Source: an optimization exercise on an open RTL-to-GDS flow (aim: small area). Production flows keep margins and buffers that such runs may drop. Function was checked by simulation only, so behaviour that the tests miss may differ from the original. Power and IR drop assume default switching activity.

Setup of alpha:
## note_priority_list
module note_priority_list (
	input  logic       clk,
	input  logic       arst_n,
	input  logic       in_valid,
	output logic       in_ready,
	input  logic       in_op,
	input  logic [6:0] in_pitch,
	input  logic [6:0] in_velocity,
	output logic       out_valid,
	input  logic       out_ready,
	output logic       out_new_valid,
	output logic [6:0] out_new_pitch,
	output logic [6:0] out_new_velocity,
	output logic       out_old_valid,
	output logic [6:0] out_old_pitch,
	output logic       out_dropped,
	input  logic       cfg_valid,
	output logic       cfg_ready,
	input  logic       cfg_index,
	input  logic [4:0] cfg_data
);
	logic [13:0] ring_d;
	logic [13:0] ring_last;
	logic [13:0] ring_next;
	npl_ctrl u_ctrl (
		.clk              (clk),
		.arst_n           (arst_n),
		.in_valid         (in_valid),
		.in_ready         (in_ready),
		.in_op            (in_op),
		.in_pitch         (in_pitch),
		.in_velocity      (in_velocity),
		.out_valid        (out_valid),
		.out_ready        (out_ready),
		.out_new_valid    (out_new_valid),
		.out_new_pitch    (out_new_pitch),
		.out_new_velocity (out_new_velocity),
		.out_old_valid    (out_old_valid),
		.out_old_pitch    (out_old_pitch),
		.out_dropped      (out_dropped),
		.cfg_valid        (cfg_valid),
		.cfg_ready        (cfg_ready),
		.cfg_index        (cfg_index),
  ...
For scale: about 450 cells after synthesis, ~250 flip-flops.
Settings: LEC_CHECK=0, ABC_AREA=1, CAP_MARGIN=20, CORE_MARGIN=2, CORE_UTILIZATION=40, CTS_BUF_LIST=sky130_fd_sc_hd__clkbuf_8, CTS_CLUSTER_DIAMETER=100, CTS_CLUSTER_SIZE=16, PLACE_DENSITY=0.6, SLEW_MARGIN=20; clock period 5.0 ns.
standard.sh (not shown) runs the stock make flow with config.mk's settings and CLKGATE_MAP_FILE= SYNTH_SCRIPT=/design/flow/synth_recipe.tcl, a recipe that flattens the netlist after the stock synthesis.
==> flow/flow/run.sh <==
#!/bin/bash
# The standard layout with two changes:
# - synthesis maps the logic with an area-only ABC script (flow/area.abc) and without the
#   full/half-adder extraction; everything up to and including flip-flop mapping is unchanged,
#   so the registers keep the standard synthesis's names and cells;
# - the port buffers are plain buf_1 cells;
# - clock tree synthesis inserts no dummy loads.
# make's output goes to flow.log; each ORFS step keeps its own log under orfs/logs.
set -euo pipefail
here=$PWD
# synthesis script: the standard flow's, sourcing a copy of ORFS's synth.tcl whose abc call uses area.abc
sed 's#log_cmd abc {\*}$abc_args$#log_cmd abc -script $::env(NPL_ABC_SCRIPT) {*}$lib_args {*}$lib_dont_use_args#' \
	"$FLOW_HOME/scripts/synth.tcl" > "$here/npl_synth_body.tcl"
grep -q 'NPL_ABC_SCRIPT' "$here/npl_synth_body.tcl"
sed "s#source \$::env(SCRIPTS_DIR)/synth.tcl#source $here/npl_synth_body.tcl#" \
	"$here/synth_recipe.tcl" > "$here/npl_synth.tcl"
grep -q 'npl_synth_body.tcl' "$here/npl_synth.tcl"
bash standard.sh \
	"SYNTH_SCRIPT=$here/npl_synth.tcl" \
	"NPL_ABC_SCRIPT=$here/flow/area.abc" \
	"ADDER_MAP_FILE=" \
	"BUFFER_PORTS_ARGS=-buffer_cell sky130_fd_sc_hd__buf_1" \
	"CTS_ARGS=-sink_clustering_enable -repair_clock_nets -sink_clustering_size 16 -sink_clustering_max_diameter 100 -buf_list sky130_fd_sc_hd__clkbuf_8 -dont_use_dummy_load" \
	finish > "$here/flow.log" 2>&1
==> flow/flow/area.abc <==
strash
balance
rewrite
refactor
balance
rewrite
rewrite -z
balance
refactor -z
rewrite -z
balance
&get -n
&deepsyn -I 1 -J 100
&put
dch -f
amap
### alpha -> beta
# alpha
export LEC_CHECK = 0
export ABC_AREA = 1
export CAP_MARGIN = 20
export CORE_MARGIN = 2
export CORE_UTILIZATION = 40
export CTS_BUF_LIST = sky130_fd_sc_hd__clkbuf_8
export CTS_CLUSTER_DIAMETER = 100
export CTS_CLUSTER_SIZE = 16
export PLACE_DENSITY = 0.6
export SLEW_MARGIN = 20
create_clock -name core_clock -period 5.0 [get_ports {clk}]
# beta
export LEC_CHECK = 0
export ABC_AREA = 1
export CAP_MARGIN = 20
export CORE_MARGIN = 2
export CORE_UTILIZATION = 40
export CTS_BUF_LIST = sky130_fd_sc_hd__clkbuf_8
export CTS_CLUSTER_DIAMETER = 40
export CTS_CLUSTER_SIZE = 18
export PLACE_DENSITY = 0.6
export SLEW_MARGIN = 20
create_clock -name core_clock -period 5.0 [get_ports {clk}]
--- a/flow/flow/run.sh
+++ b/flow/flow/run.sh
@@ -4,6 +4,5 @@
 #   full/half-adder extraction; everything up to and including flip-flop mapping is unchanged,
 #   so the registers keep the standard synthesis's names and cells;
-# - the port buffers are plain buf_1 cells;
-# - clock tree synthesis inserts no dummy loads.
+# - the port buffers are plain buf_1 cells.
 # make's output goes to flow.log; each ORFS step keeps its own log under orfs/logs.
 set -euo pipefail
@@ -21,4 +20,3 @@
 	"ADDER_MAP_FILE=" \
 	"BUFFER_PORTS_ARGS=-buffer_cell sky130_fd_sc_hd__buf_1" \
-	"CTS_ARGS=-sink_clustering_enable -repair_clock_nets -sink_clustering_size 16 -sink_clustering_max_diameter 100 -buf_list sky130_fd_sc_hd__clkbuf_8 -dont_use_dummy_load" \
 	finish > "$here/flow.log" 2>&1
Notes after the runs:
Number of vias per cell came out lower on beta than on alpha.
beta falls short of alpha in internal power component.
The higher global router's overall resource usage came out of beta.
Changes observed in beta relative to alpha: die area closely matched the old numbers, routed wire length went up, count of clock buffers in the final design picked up an extra 10, clock-cell share of area higher.
beta -> alpha: boundary pin count delta 0, exact match

[static timing again, ports no longer ideal]
The results above use ideal ports. As a check the final layouts listed here were re-extracted and re-timed, cells and wires unchanged.
Step 1 (the two cells are an assumption about what drives the block):
set clk [get_ports {clk}]
set_driving_cell -lib_cell sky130_fd_sc_hd__clkbuf_16 $clk
set_driving_cell -lib_cell sky130_fd_sc_hd__buf_2 [delete_from_list [all_inputs] $clk]
Step 2 times the ports against the registers' clock, not the clock port: input delays grow and output delays shrink by t, the midpoint of the rising clock arrivals with the driver on.
Slacks: ideal / step 1 / step 2; pairs: ideal / step 1.
run	t, ns	setup WS [ns]	slew at the worst register clock pin (ns)	worst slew at a driven data input, ns	cell pins on the clock port's net
alpha	0.510	1.115 / 1.082 / 1.031	0.11 / 0.11	0.03	1
beta	0.578	1.058 / 1.023 / 0.971	0.10 / 0.10	0.03	1
After both steps setup and hold are still met in every run listed. For beta, which loses most, drivers alone change the setup slack by -0.035 ns; drivers and shift together by -0.087 ns.
